From an optimization exercise on the open Yosys and OpenROAD flow, aimed at small area; shortcuts taken in it are not production practice. The RTL was checked by simulation tests, not by an equivalence proof against the original design. Power figures rest on the tool's default switching activity, not on a simulated workload.

==> flow/design.v <==
package wr_guard_pkg;
  typedef logic [3:0]  id_t;
  typedef logic [7:0]  len_t;
  typedef logic [11:0] cnt_t;
  typedef struct packed {
    logic aw_valid;
    id_t  aw_id;
    len_t aw_len;
    logic w_valid;
    logic w_last;
    logic b_ready;
  } wr_req_t;
  typedef struct packed {
    logic aw_ready;
    logic w_ready;
    logic b_valid;
    id_t  b_id;
  } wr_rsp_t;
  typedef struct packed {
    cnt_t budget_aw;
    cnt_t budget_w_unit;
    cnt_t budget_b;
  } budget_cfg_t;
  typedef struct packed {
    logic aw_start;
    logic aw_done;
    id_t  aw_id;
    len_t aw_len;
    logic w_beat;
    logic w_last;
    logic b_done;
    id_t  b_id;
  } wr_event_t;
  typedef enum logic [1:0] {
    PH_FREE = 2'd0,
    PH_AW   = 2'd1,
    PH_W    = 2'd2,
    PH_B    = 2'd3
  } phase_e;
  typedef enum logic {
    GS_MONITOR   = 1'b0,
    GS_RESET_REQ = 1'b1
  } guard_state_e;
  typedef struct packed {
    logic   valid;
    id_t    id;
    phase_e phase;
  } timeout_t;
  typedef struct packed {
    logic [4:0] outstanding;
    logic       overflow;
    id_t        last_id;
    phase_e     last_phase;
    logic [7:0] timeout_cnt;
  } guard_status_t;
endpackage
`timescale 1ns/1ps
module wr_event_decode (
  input  logic                    clk_i,
  input  logic                    rst_n_i,
  input  wr_guard_pkg::wr_req_t   mst_req_i,
  input  wr_guard_pkg::wr_rsp_t   slv_rsp_i,
  output wr_guard_pkg::wr_event_t evt_o
);
  logic aw_hs;
  logic w_hs;
  logic b_hs;
  logic aw_new;
  logic aw_pending_q;
  logic aw_start_q;
  logic aw_done_q;
  logic w_beat_q;
  logic w_last_q;
  logic b_done_q;
  wr_guard_pkg::id_t  aw_id_q;
  wr_guard_pkg::len_t aw_len_q;
  wr_guard_pkg::id_t  b_id_q;
  assign aw_hs = mst_req_i.aw_valid && slv_rsp_i.aw_ready;
  assign w_hs  = mst_req_i.w_valid && slv_rsp_i.w_ready;
  assign b_hs  = slv_rsp_i.b_valid && mst_req_i.b_ready;
  assign aw_new = mst_req_i.aw_valid && !aw_pending_q;
  always_ff @(posedge clk_i) begin
    if (!rst_n_i) begin
      aw_pending_q <= 1'b0;
      aw_start_q   <= 1'b0;
      aw_done_q    <= 1'b0;
      w_beat_q     <= 1'b0;
      w_last_q     <= 1'b0;
      b_done_q     <= 1'b0;
    end else begin
      aw_pending_q <= mst_req_i.aw_valid && !slv_rsp_i.aw_ready;
      aw_start_q   <= aw_new;
      aw_done_q    <= aw_hs;
      w_beat_q     <= w_hs;
      w_last_q     <= mst_req_i.w_last;
      b_done_q     <= b_hs;
    end
  end
  always_ff @(posedge clk_i) begin
    aw_id_q  <= mst_req_i.aw_id;
    aw_len_q <= mst_req_i.aw_len;
    b_id_q   <= slv_rsp_i.b_id;
  end
  assign evt_o.aw_start = aw_start_q;
  assign evt_o.aw_done  = aw_done_q;
  assign evt_o.aw_id    = aw_id_q;
  assign evt_o.aw_len   = aw_len_q;
  assign evt_o.w_beat   = w_beat_q;
  assign evt_o.w_last   = w_last_q;
  assign evt_o.b_done   = b_done_q;
  assign evt_o.b_id     = b_id_q;
endmodule
`timescale 1ns/1ps
module wr_txn_tracker #(
  parameter int unsigned MaxTxns = 8
) (
  input  logic                      clk_i,
  input  logic                      rst_n_i,
  input  wr_guard_pkg::wr_event_t   evt_i,
  input  wr_guard_pkg::budget_cfg_t budget_i,
  input  logic                      flush_i,
  output wr_guard_pkg::timeout_t    timeout_o,
  output logic [4:0]                outstanding_o,
  output logic                      overflow_o
);
  localparam int unsigned IdxWidth = (MaxTxns > 1) ? $clog2(MaxTxns) : 1;
  localparam int unsigned BudgetWidth = 12 + 8 + 1;
  typedef logic [IdxWidth-1:0]    idx_t;
  typedef logic [IdxWidth:0]      qcnt_t;
  typedef logic [BudgetWidth-1:0] budget_t;
  logic [MaxTxns-1:0][1:0]      phase_d, phase_q;
  logic [MaxTxns-1:0][3:0]      id_d, id_q;
  logic [MaxTxns-1:0][7:0]      len_d, len_q;
  logic [MaxTxns-1:0][11:0]     cnt_d, cnt_q;
  logic [MaxTxns-1:0][IdxWidth-1:0] aw_fifo_d, aw_fifo_q;
  logic [MaxTxns-1:0][IdxWidth-1:0] w_fifo_d, w_fifo_q;
  idx_t     aw_head_d, aw_head_q, aw_tail_d, aw_tail_q;
  idx_t     w_head_d, w_head_q, w_tail_d, w_tail_q;
  qcnt_t    aw_cnt_d, aw_cnt_q, w_cnt_d, w_cnt_q;
  logic     overflow_d, overflow_q;
  wr_guard_pkg::timeout_t timeout_d, timeout_q;
  logic     free_found;
  idx_t     free_idx;
  logic     b_found;
  idx_t     b_idx;
  idx_t     aw_pop_idx;
  idx_t     w_pop_idx;
  logic [4:0] outstanding;
  budget_t  budget_v [MaxTxns];
  function automatic idx_t ptr_inc(input idx_t p);
    if (p == idx_t'(MaxTxns - 1)) begin
      ptr_inc = {IdxWidth{1'b0}};
    end else begin
      ptr_inc = p + idx_t'(1);
    end
  endfunction
  always_comb begin
    free_found = 1'b0;
    free_idx   = '0;
    b_found    = 1'b0;
    b_idx      = '0;
    for (int i = MaxTxns - 1; i >= 0; i--) begin
      if (phase_q[i] == wr_guard_pkg::PH_FREE) begin
        free_found = 1'b1;
        free_idx   = idx_t'(i);
      end
      if (phase_q[i] == wr_guard_pkg::PH_B && id_q[i] == evt_i.b_id) begin
        b_found = 1'b1;
        b_idx   = idx_t'(i);
      end
    end
  end
  always_comb begin
    phase_d    = phase_q;
    id_d       = id_q;
    len_d      = len_q;
    cnt_d      = cnt_q;
    aw_fifo_d  = aw_fifo_q;
    w_fifo_d   = w_fifo_q;
    aw_head_d  = aw_head_q;
    aw_tail_d  = aw_tail_q;
    aw_cnt_d   = aw_cnt_q;
    w_head_d   = w_head_q;
    w_tail_d   = w_tail_q;
    w_cnt_d    = w_cnt_q;
    overflow_d = overflow_q;
    aw_pop_idx = '0;
    w_pop_idx  = '0;
    for (int i = 0; i < MaxTxns; i++) begin
      if (phase_q[i] != wr_guard_pkg::PH_FREE && cnt_q[i] != 12'hfff) begin
        cnt_d[i] = cnt_q[i] + 12'd1;
      end
    end
    if (flush_i) begin
      for (int i = 0; i < MaxTxns; i++) begin
        phase_d[i] = wr_guard_pkg::PH_FREE;
        cnt_d[i]   = '0;
      end
      aw_head_d  = '0;
      aw_tail_d  = '0;
      aw_cnt_d   = '0;
      w_head_d   = '0;
      w_tail_d   = '0;
      w_cnt_d    = '0;
      overflow_d = 1'b0;
    end else begin
      if (evt_i.b_done && b_found) begin
        phase_d[b_idx] = wr_guard_pkg::PH_FREE;
        cnt_d[b_idx]   = '0;
      end
      if (evt_i.aw_start) begin
        if (free_found) begin
          phase_d[free_idx] = wr_guard_pkg::PH_AW;
          id_d[free_idx]    = evt_i.aw_id;
          len_d[free_idx]   = evt_i.aw_len;
          cnt_d[free_idx]   = '0;
          aw_fifo_d[aw_tail_d] = free_idx;
          aw_tail_d = ptr_inc(aw_tail_d);
          aw_cnt_d  = aw_cnt_d + qcnt_t'(1);
        end else begin
          overflow_d = 1'b1;
        end
      end
      if (evt_i.aw_done && aw_cnt_d != '0) begin
        aw_pop_idx = aw_fifo_d[aw_head_d];
        aw_head_d  = ptr_inc(aw_head_d);
        aw_cnt_d   = aw_cnt_d - qcnt_t'(1);
        phase_d[aw_pop_idx] = wr_guard_pkg::PH_W;
        cnt_d[aw_pop_idx]   = '0;
        w_fifo_d[w_tail_d] = aw_pop_idx;
        w_tail_d = ptr_inc(w_tail_d);
        w_cnt_d  = w_cnt_d + qcnt_t'(1);
      end
      if (evt_i.w_beat && evt_i.w_last && w_cnt_d != '0) begin
        w_pop_idx = w_fifo_d[w_head_d];
        w_head_d  = ptr_inc(w_head_d);
        w_cnt_d   = w_cnt_d - qcnt_t'(1);
        phase_d[w_pop_idx] = wr_guard_pkg::PH_B;
        cnt_d[w_pop_idx]   = '0;
      end
    end
  end
  always_comb begin
    for (int i = 0; i < MaxTxns; i++) begin
      case (phase_q[i])
        wr_guard_pkg::PH_AW: budget_v[i] = budget_t'(budget_i.budget_aw);
        wr_guard_pkg::PH_W:  budget_v[i] = budget_t'(budget_i.budget_w_unit) *
                                           budget_t'({1'b0, len_q[i]} + 9'd1);
        wr_guard_pkg::PH_B:  budget_v[i] = budget_t'(budget_i.budget_b);
        default:             budget_v[i] = {BudgetWidth{1'b1}};
      endcase
    end
  end
  always_comb begin
    timeout_d = '0;
    for (int i = MaxTxns - 1; i >= 0; i--) begin
      if (phase_q[i] != wr_guard_pkg::PH_FREE && budget_t'(cnt_q[i]) > budget_v[i]) begin
        timeout_d.valid = 1'b1;
        timeout_d.id    = id_q[i];
        timeout_d.phase = wr_guard_pkg::phase_e'(phase_q[i]);
      end
    end
    if (flush_i) begin
      timeout_d = '0;
    end
  end
  always_comb begin
    outstanding = '0;
    for (int i = 0; i < MaxTxns; i++) begin
      if (phase_q[i] != wr_guard_pkg::PH_FREE) begin
        outstanding = outstanding + 5'd1;
      end
    end
  end
  always_ff @(posedge clk_i) begin
    if (!rst_n_i) begin
      phase_q    <= '0;
      id_q       <= '0;
      len_q      <= '0;
      cnt_q      <= '0;
      aw_head_q  <= '0;
      aw_tail_q  <= '0;
      aw_cnt_q   <= '0;
      w_head_q   <= '0;
      w_tail_q   <= '0;
      w_cnt_q    <= '0;
      overflow_q <= 1'b0;
      timeout_q  <= '0;
    end else begin
      phase_q    <= phase_d;
      id_q       <= id_d;
      len_q      <= len_d;
      cnt_q      <= cnt_d;
      aw_head_q  <= aw_head_d;
      aw_tail_q  <= aw_tail_d;
      aw_cnt_q   <= aw_cnt_d;
      w_head_q   <= w_head_d;
      w_tail_q   <= w_tail_d;
      w_cnt_q    <= w_cnt_d;
      overflow_q <= overflow_d;
      timeout_q  <= timeout_d;
    end
  end
  always_ff @(posedge clk_i) begin
    aw_fifo_q <= aw_fifo_d;
    w_fifo_q  <= w_fifo_d;
  end
  assign timeout_o     = timeout_q;
  assign outstanding_o = outstanding;
  assign overflow_o    = overflow_q;
endmodule
`timescale 1ns/1ps
module wr_timeout_handler (
  input  logic                        clk_i,
  input  logic                        rst_n_i,
  input  wr_guard_pkg::timeout_t      timeout_i,
  input  logic                        reset_clear_i,
  input  logic [4:0]                  outstanding_i,
  input  logic                        overflow_i,
  output logic                        flush_o,
  output logic                        reset_req_o,
  output logic                        irq_o,
  output wr_guard_pkg::guard_status_t status_o
);
  wr_guard_pkg::guard_state_e state_d, state_q;
  wr_guard_pkg::id_t          last_id_q;
  wr_guard_pkg::phase_e       last_phase_q;
  logic [7:0]   timeout_cnt_q;
  logic         capture;
  assign capture = (state_q == wr_guard_pkg::GS_MONITOR) && timeout_i.valid;
  always_comb begin
    state_d = state_q;
    case (state_q)
      wr_guard_pkg::GS_MONITOR: begin
        if (timeout_i.valid) begin
          state_d = wr_guard_pkg::GS_RESET_REQ;
        end
      end
      wr_guard_pkg::GS_RESET_REQ: begin
        if (reset_clear_i) begin
          state_d = wr_guard_pkg::GS_MONITOR;
        end
      end
      default: state_d = wr_guard_pkg::GS_MONITOR;
    endcase
  end
  always_ff @(posedge clk_i) begin
    if (!rst_n_i) begin
      state_q       <= wr_guard_pkg::GS_MONITOR;
      last_id_q     <= '0;
      last_phase_q  <= wr_guard_pkg::PH_FREE;
      timeout_cnt_q <= '0;
    end else begin
      state_q <= state_d;
      if (capture) begin
        last_id_q    <= timeout_i.id;
        last_phase_q <= timeout_i.phase;
        if (timeout_cnt_q != '1) begin
          timeout_cnt_q <= timeout_cnt_q + 8'd1;
        end
      end
    end
  end
  assign flush_o     = (state_q == wr_guard_pkg::GS_RESET_REQ);
  assign reset_req_o = (state_q == wr_guard_pkg::GS_RESET_REQ);
  assign irq_o       = (state_q == wr_guard_pkg::GS_RESET_REQ);
  assign status_o.outstanding = outstanding_i;
  assign status_o.overflow    = overflow_i;
  assign status_o.last_id     = last_id_q;
  assign status_o.last_phase  = last_phase_q;
  assign status_o.timeout_cnt = timeout_cnt_q;
endmodule
`timescale 1ns/1ps
module write_guard #(
  parameter int unsigned MaxTxns = 8
) (
  input  logic                        clk_i,
  input  logic                        rst_n_i,
  input  wr_guard_pkg::wr_req_t       mst_req_i,
  input  wr_guard_pkg::wr_rsp_t       slv_rsp_i,
  input  wr_guard_pkg::budget_cfg_t   budget_i,
  input  logic                        reset_clear_i,
  output logic                        reset_req_o,
  output logic                        irq_o,
  output wr_guard_pkg::guard_status_t status_o
);
  wr_guard_pkg::wr_event_t  evt;
  wr_guard_pkg::timeout_t   timeout;
  logic       flush;
  logic [4:0] outstanding;
  logic       overflow;
  wr_event_decode u_decode (
    .clk_i     (clk_i),
    .rst_n_i   (rst_n_i),
    .mst_req_i (mst_req_i),
    .slv_rsp_i (slv_rsp_i),
    .evt_o     (evt)
  );
  wr_txn_tracker #(
    .MaxTxns (MaxTxns)
  ) u_tracker (
    .clk_i         (clk_i),
    .rst_n_i       (rst_n_i),
    .evt_i         (evt),
    .budget_i      (budget_i),
    .flush_i       (flush),
    .timeout_o     (timeout),
    .outstanding_o (outstanding),
    .overflow_o    (overflow)
  );
  wr_timeout_handler u_handler (
    .clk_i         (clk_i),
    .rst_n_i       (rst_n_i),
    .timeout_i     (timeout),
    .reset_clear_i (reset_clear_i),
    .outstanding_i (outstanding),
    .overflow_i    (overflow),
    .flush_o       (flush),
    .reset_req_o   (reset_req_o),
    .irq_o         (irq_o),
    .status_o      (status_o)
  );
endmodule
`timescale 1ns/1ps
module write_guard_top (
  input  logic        clk_i,
  input  logic        rst_n_i,
  input  logic        aw_valid_i,
  input  logic [3:0]  aw_id_i,
  input  logic [7:0]  aw_len_i,
  input  logic        w_valid_i,
  input  logic        w_last_i,
  input  logic        b_ready_i,
  input  logic        aw_ready_i,
  input  logic        w_ready_i,
  input  logic        b_valid_i,
  input  logic [3:0]  b_id_i,
  input  logic [11:0] budget_aw_i,
  input  logic [11:0] budget_w_unit_i,
  input  logic [11:0] budget_b_i,
  input  logic        reset_clear_i,
  output logic        reset_req_o,
  output logic        irq_o,
  output logic [4:0]  outstanding_o,
  output logic        overflow_o,
  output logic [3:0]  last_id_o,
  output logic [1:0]  last_phase_o,
  output logic [7:0]  timeout_cnt_o
);
  wr_guard_pkg::wr_req_t       req;
  wr_guard_pkg::wr_rsp_t       rsp;
  wr_guard_pkg::budget_cfg_t   budget;
  wr_guard_pkg::guard_status_t status;
  assign req.aw_valid = aw_valid_i;
  assign req.aw_id    = aw_id_i;
  assign req.aw_len   = aw_len_i;
  assign req.w_valid  = w_valid_i;
  assign req.w_last   = w_last_i;
  assign req.b_ready  = b_ready_i;
  assign rsp.aw_ready = aw_ready_i;
  assign rsp.w_ready  = w_ready_i;
  assign rsp.b_valid  = b_valid_i;
  assign rsp.b_id     = b_id_i;
  assign budget.budget_aw     = budget_aw_i;
  assign budget.budget_w_unit = budget_w_unit_i;
  assign budget.budget_b      = budget_b_i;
  write_guard #(
    .MaxTxns (16)
  ) u_guard (
    .clk_i         (clk_i),
    .rst_n_i       (rst_n_i),
    .mst_req_i     (req),
    .slv_rsp_i     (rsp),
    .budget_i      (budget),
    .reset_clear_i (reset_clear_i),
    .reset_req_o   (reset_req_o),
    .irq_o         (irq_o),
    .status_o      (status)
  );
  assign outstanding_o = status.outstanding;
  assign overflow_o    = status.overflow;
  assign last_id_o     = status.last_id;
  assign last_phase_o  = status.last_phase;
  assign timeout_cnt_o = status.timeout_cnt;
endmodule
==> flow/run.sh <==
#!/bin/bash
# synth_recipe.tcl (not shown) runs the flow's synth.tcl, then flattens the netlist and writes it again
# the make line also repeats each setting of config.mk as NAME=value (left out here)
make -C /OpenROAD-flow-scripts/flow DESIGN_CONFIG=/design/flow/config.mk WORK_HOME=/design/flow/orfs CLKGATE_MAP_FILE= SYNTH_SCRIPT=/design/flow/synth_recipe.tcl finish
==> flow/config.mk <==
export PLATFORM = sky130hd
export DESIGN_NAME = write_guard_top
export DESIGN_NICKNAME = write_guard_top
export VERILOG_FILES = /design/flow/design.v
export SDC_FILE = /design/flow/constraint.sdc
export NUM_CORES = 4
export LEC_CHECK = 0
export CAP_MARGIN = 20
export CORE_MARGIN = 2
export CORE_UTILIZATION = 40
export SLEW_MARGIN = 20
==> flow/constraint.sdc <==
create_clock -name core_clock -period 13.0 [get_ports {clk_i}]
set_input_delay 2.6000 -clock core_clock [delete_from_list [all_inputs] [get_ports {clk_i}]]
set_output_delay 2.6000 -clock core_clock [all_outputs]
set_load 0.01 [all_outputs]
==> flow_metrics.py <==
metrics = {
    "clocking": {
        "cts_buffers": 80,
        "cts.sinks": 615,
        "clk_pin_slew_ns": 0.06,
        "cts_tree": "yes",
        "cts_root_buffer": "clkbuf_16",
        "htree_num_levels": 3,
        "clk_latency_ns": 0.73,
        "clk_path_buf_depth": 3,
    },
    "die": {
        "ioPinCount": 84,
        "die_x_um": 499,
        "core_um2": 244000,
        "start_util_pct": 40.3,
        "die-area_um2": 249000,
        "rows": 181,
        "die_h_um": 499,
    },
    "worst_hold_path": {
        "hold_end": "u_guard.u_decode.aw_start_q",
        "hp-class": "flop to flop",
        "hold_start": "u_guard.u_decode.aw_pending_q",
        "hold_path_depth": 1,
    },
    "sta": {
        "final.setup.tns_ns": 0,
        "layout_setup_ws_ns": 0.537,
        "drv_slew": 0,
        "finalHoldViolCount": 0,
        "setup_violations": 0,
        "fmax_mhz": 80.2,
        "worst_slew_pin_slew_ns": 1.24,
        "maxSlewHeadroom_pct": 16.8,
        "finalCritPeriodShare_pct": 95.9,
        "finalCriticalPeriod_ns": 12.46,
        "skew_ns": 0.0424,
    },
    "synthesis": {
        "synthTopCellsByArea": "fa_1, ha_1, dfxtp_1",
        "synth_ff_type": "dfxtp_1",
        "synthDistinctLibCells": 125,
        "ys_seq_area_share_pct": 13.9,
        "postSynth.asyncResetShare_pct": 0,
        "synth_top_area_cell": "fa_1",
        "synth.ff_latch_count": 615,
        "synth_top_area_share_pct": 23.3,
        "netlist_area_um2": 98100,
        "synthCells": 11764,
        "avgSynthCellArea_um2": 8.34,
        "syn_nets": 13923,
        "yosysWarnings": 4,
        "synth_edf_count": 128,
    },
    "power": {
        "p_per_area_nw_per_um2": 57.5,
        "leakagePower_nw": 49.1,
        "ir_drop_mv": 0.163,
    },
    "critical_path": {
        "r2r-end": "u_guard.u_tracker.cnt_q[175]",
        "reg2regPathDepth": 26,
        "crit_type": "flop to output pin",
        "crit_slowest_cell": "or4b_1",
        "critPathCaptureType": "output pin",
        "crit_start": "u_guard.u_tracker.phase_q[2]",
        "cp.arrival_ns": 9.86,
        "rrSetupSlack_ns": 2.34,
        "r2r-start": "u_guard.u_tracker.phase_q[23]",
        "crit_fanout": 4,
        "cp.required_ns": 10.40,
        "critPathMaxStageDelay_ns": 0.49,
        "start_kind": "flop",
        "path_common_cell": "ha_1",
    },
    "placement": {
        "gp_congestion": 1.02,
        "numPortBuffers": 83,
        "hpwl_um": 241000,
        "dpl_worst_slack_ns": 0.594,
    },
    "finish": {
        "seqCellArea_um2": 13600,
        "drive_above_1_share_pct": 5.35,
        "syn_to_final_growth_pct": 7.59,
        "nFillCells": 23923,
        "utilization_pct": 43.3,
        "multiInputGateArea_um2": 77100,
        "nNetsFinal": 13691,
    },
    "global_route": {
        "antenna_found_initial": 21,
        "groute.usage.overall_pct": 25.9,
        "grt_pass1_wl_um": 503000,
        "first_global_vias": 84806,
        "grt_overflow": 0,
        "grt_max_degree": 111,
    },
    "run": {
        "cap_violations": 0,
    },
    "detailed_routing": {
        "drt-pass1-iter-count": 8,
        "num_vias": 84413,
        "drtIter0Drc": 7236,
        "drt-total-wl_um": 327000,
        "drc": 0,
        "drt-wirelength-per-cell_um": 22.1,
        "ant_nets": 0,
        "viasPerCell": 5.70,
    },
    "run_status": {
        "status": "no timing/DRC/antenna violations",
    },
}
==> layer usage <==
metal / share of wire [%] / GRT usage, % / vias up
li1: - / - / 38321
met1: 41 / 34.0 / 42159
met2: 45 / 40.9 / 3273
met3: 8.2 / 4.46 / 654
met4: 5.4 / 13.0 / 6
met5: 0.013 / 0 / -
==> cell type report <==
class	instances	share of cell area, %
sequential	615	12.9
clock buffer	101	2.07
antenna	12	0.0284
inverter	1444	5.14
clock inverter	48	0.665
timing repair buffer	300	2.41
tap	3202	3.79
multi-input combinational	9091	73.0
==> timing repair <==
item	CTS	global route
hold buffers	0	0
endpoints found under the hold margin	0	0
cloned	0	0
setup endpoints to repair	1	3
gates resized for setup	4	7
setup buffers	1	1
pin swaps	0	1
==> power breakdown <==
part | leakage, nW | total (mW) | internal (mW) | switching [mW]
Sequential | 5.50 | 1.98 | 1.96 | 0.0195
Clock | 1.39 | 2.48 | 1.47 | 1.02
Combinational | 42.3 | 1.61 | 0.467 | 1.14
==> placed cells by master (no fill, tap or decap), types with 344 or more instances in the layout <==
cell	Yosys	final
o21ai_0	441	438
inv_1	1435	1434
nor2_1	649	648
ha_1	957	957
nand2_1	1661	1660
mux2i_1	367	366
a21oi_1	344	344
fa_1	1140	1140
nor2b_1	390	389
dfxtp_1	487	487
and2_1	478	478
==> worst max-delay path: cells and delay by family (launching register included) <==
| family | cells | cell delay, ns |
|---|---|---|
| flip-flops | 1 | 0.31 |
| AO/OA/AOI/OAI | 10 | 1.22 |
| XOR/XNOR | 1 | 0.19 |
| buffers and inverters | 4 | 0.47 |
| adder cells (fa/ha/maj) | 14 | 4.03 |
| multiplexers | 5 | 1.17 |
| AND/OR/NAND/NOR | 10 | 1.71 |
==> cells by family after synthesis <==
kind of cell / share of synthesized area, %
XOR/XNOR: 5.30
buffers and inverters: 8.04
multiplexers: 4.60
AND/OR/NAND/NOR: 21.1
flip-flops: 13.9
AO/OA/AOI/OAI: 11.6
adder cells (fa/ha/maj): 35.5
==> registers in the layout, summed over array words and instances (netlist names), 5 cells and up <==
signal / count
u_guard.u_tracker.id_q: 64
u_guard.u_tracker.w_fifo_q: 64
u_guard.u_tracker.timeout_q: 7
u_guard.u_tracker.aw_cnt_q: 5
u_guard.u_tracker.w_cnt_q: 5
u_guard.u_tracker.cnt_q: 192
u_guard.u_tracker.phase_q: 32
u_guard.u_handler.timeout_cnt_q: 8
u_guard.u_tracker.aw_fifo_q: 64
u_guard.u_decode.aw_len_q: 8
u_guard.u_tracker.len_q: 128
==> how the worst max path moves through the flow <==
| stage | end | slack, ns | depth (start not counted) |
|---|---|---|---|
| after floorplan | outstanding_o[4] | 2.06 | 45 |
| after global placement | outstanding_o[4] | 0.40 | 44 |
| after detailed placement | outstanding_o[4] | 0.59 | 44 |
| after CTS | outstanding_o[4] | 0.04 | 44 |
| after global routing | outstanding_o[4] | -0.02 | 44 |
| final | outstanding_o[4] | 0.54 | 44 |
==> Yosys cell counts (219+ instances only) <==
cell      instances
nand2_1        1661
xnor2_1         298
dfxtp_1         487
mux2i_1         367
fa_1           1140
ha_1            957
nor2b_1         390
xor2_1          277
nand3_1         225
a21oi_1         344
clkbuf_1        483
and2_1          478
nand2b_1        219
inv_1          1435
o21ai_0         441
nor2_1          649
==> metrics by stage <==
stage	power (mW)	instances	cell area (um2)	hold slack, ns
after floorplan	3.02	11764	98100	0.368
after global placement	3.55	14644	102000	0.376
after detailed placement	3.57	14646	102000	0.378
after CTS	6.06	14796	105000	0.386
after global routing	6.28	14807	106000	0.420
final	6.07	14813	106000	0.386

-- port drivers added, routing unchanged --
In the flow no input, the clock included, has a driving cell. The finished layout below was timed again as built, in two steps. Step 1: set_driving_cell puts a clkbuf_16 on clk_i and a buf_2 on each other input, an assumption about the parent block. Step 2 also shifts input and output timing later by t, the mid clock arrival at the registers, as if the neighbouring blocks saw the same clock. Slacks: ideal ports / drivers / drivers and shift; pairs: ideal ports / drivers.
t, ns: 0.801
setup slack, ns: 0.537 / 0.440 / 1.242
hold WS [ns]: 0.386 / 0.386 / 0.386
worst setup path after step 2: register to output
worst data-port slew with drivers (ns): 0.20
After both steps setup and hold are still met in this run. The setup slack of this run moves by -0.097 ns with the drivers and by +0.705 ns with both steps.
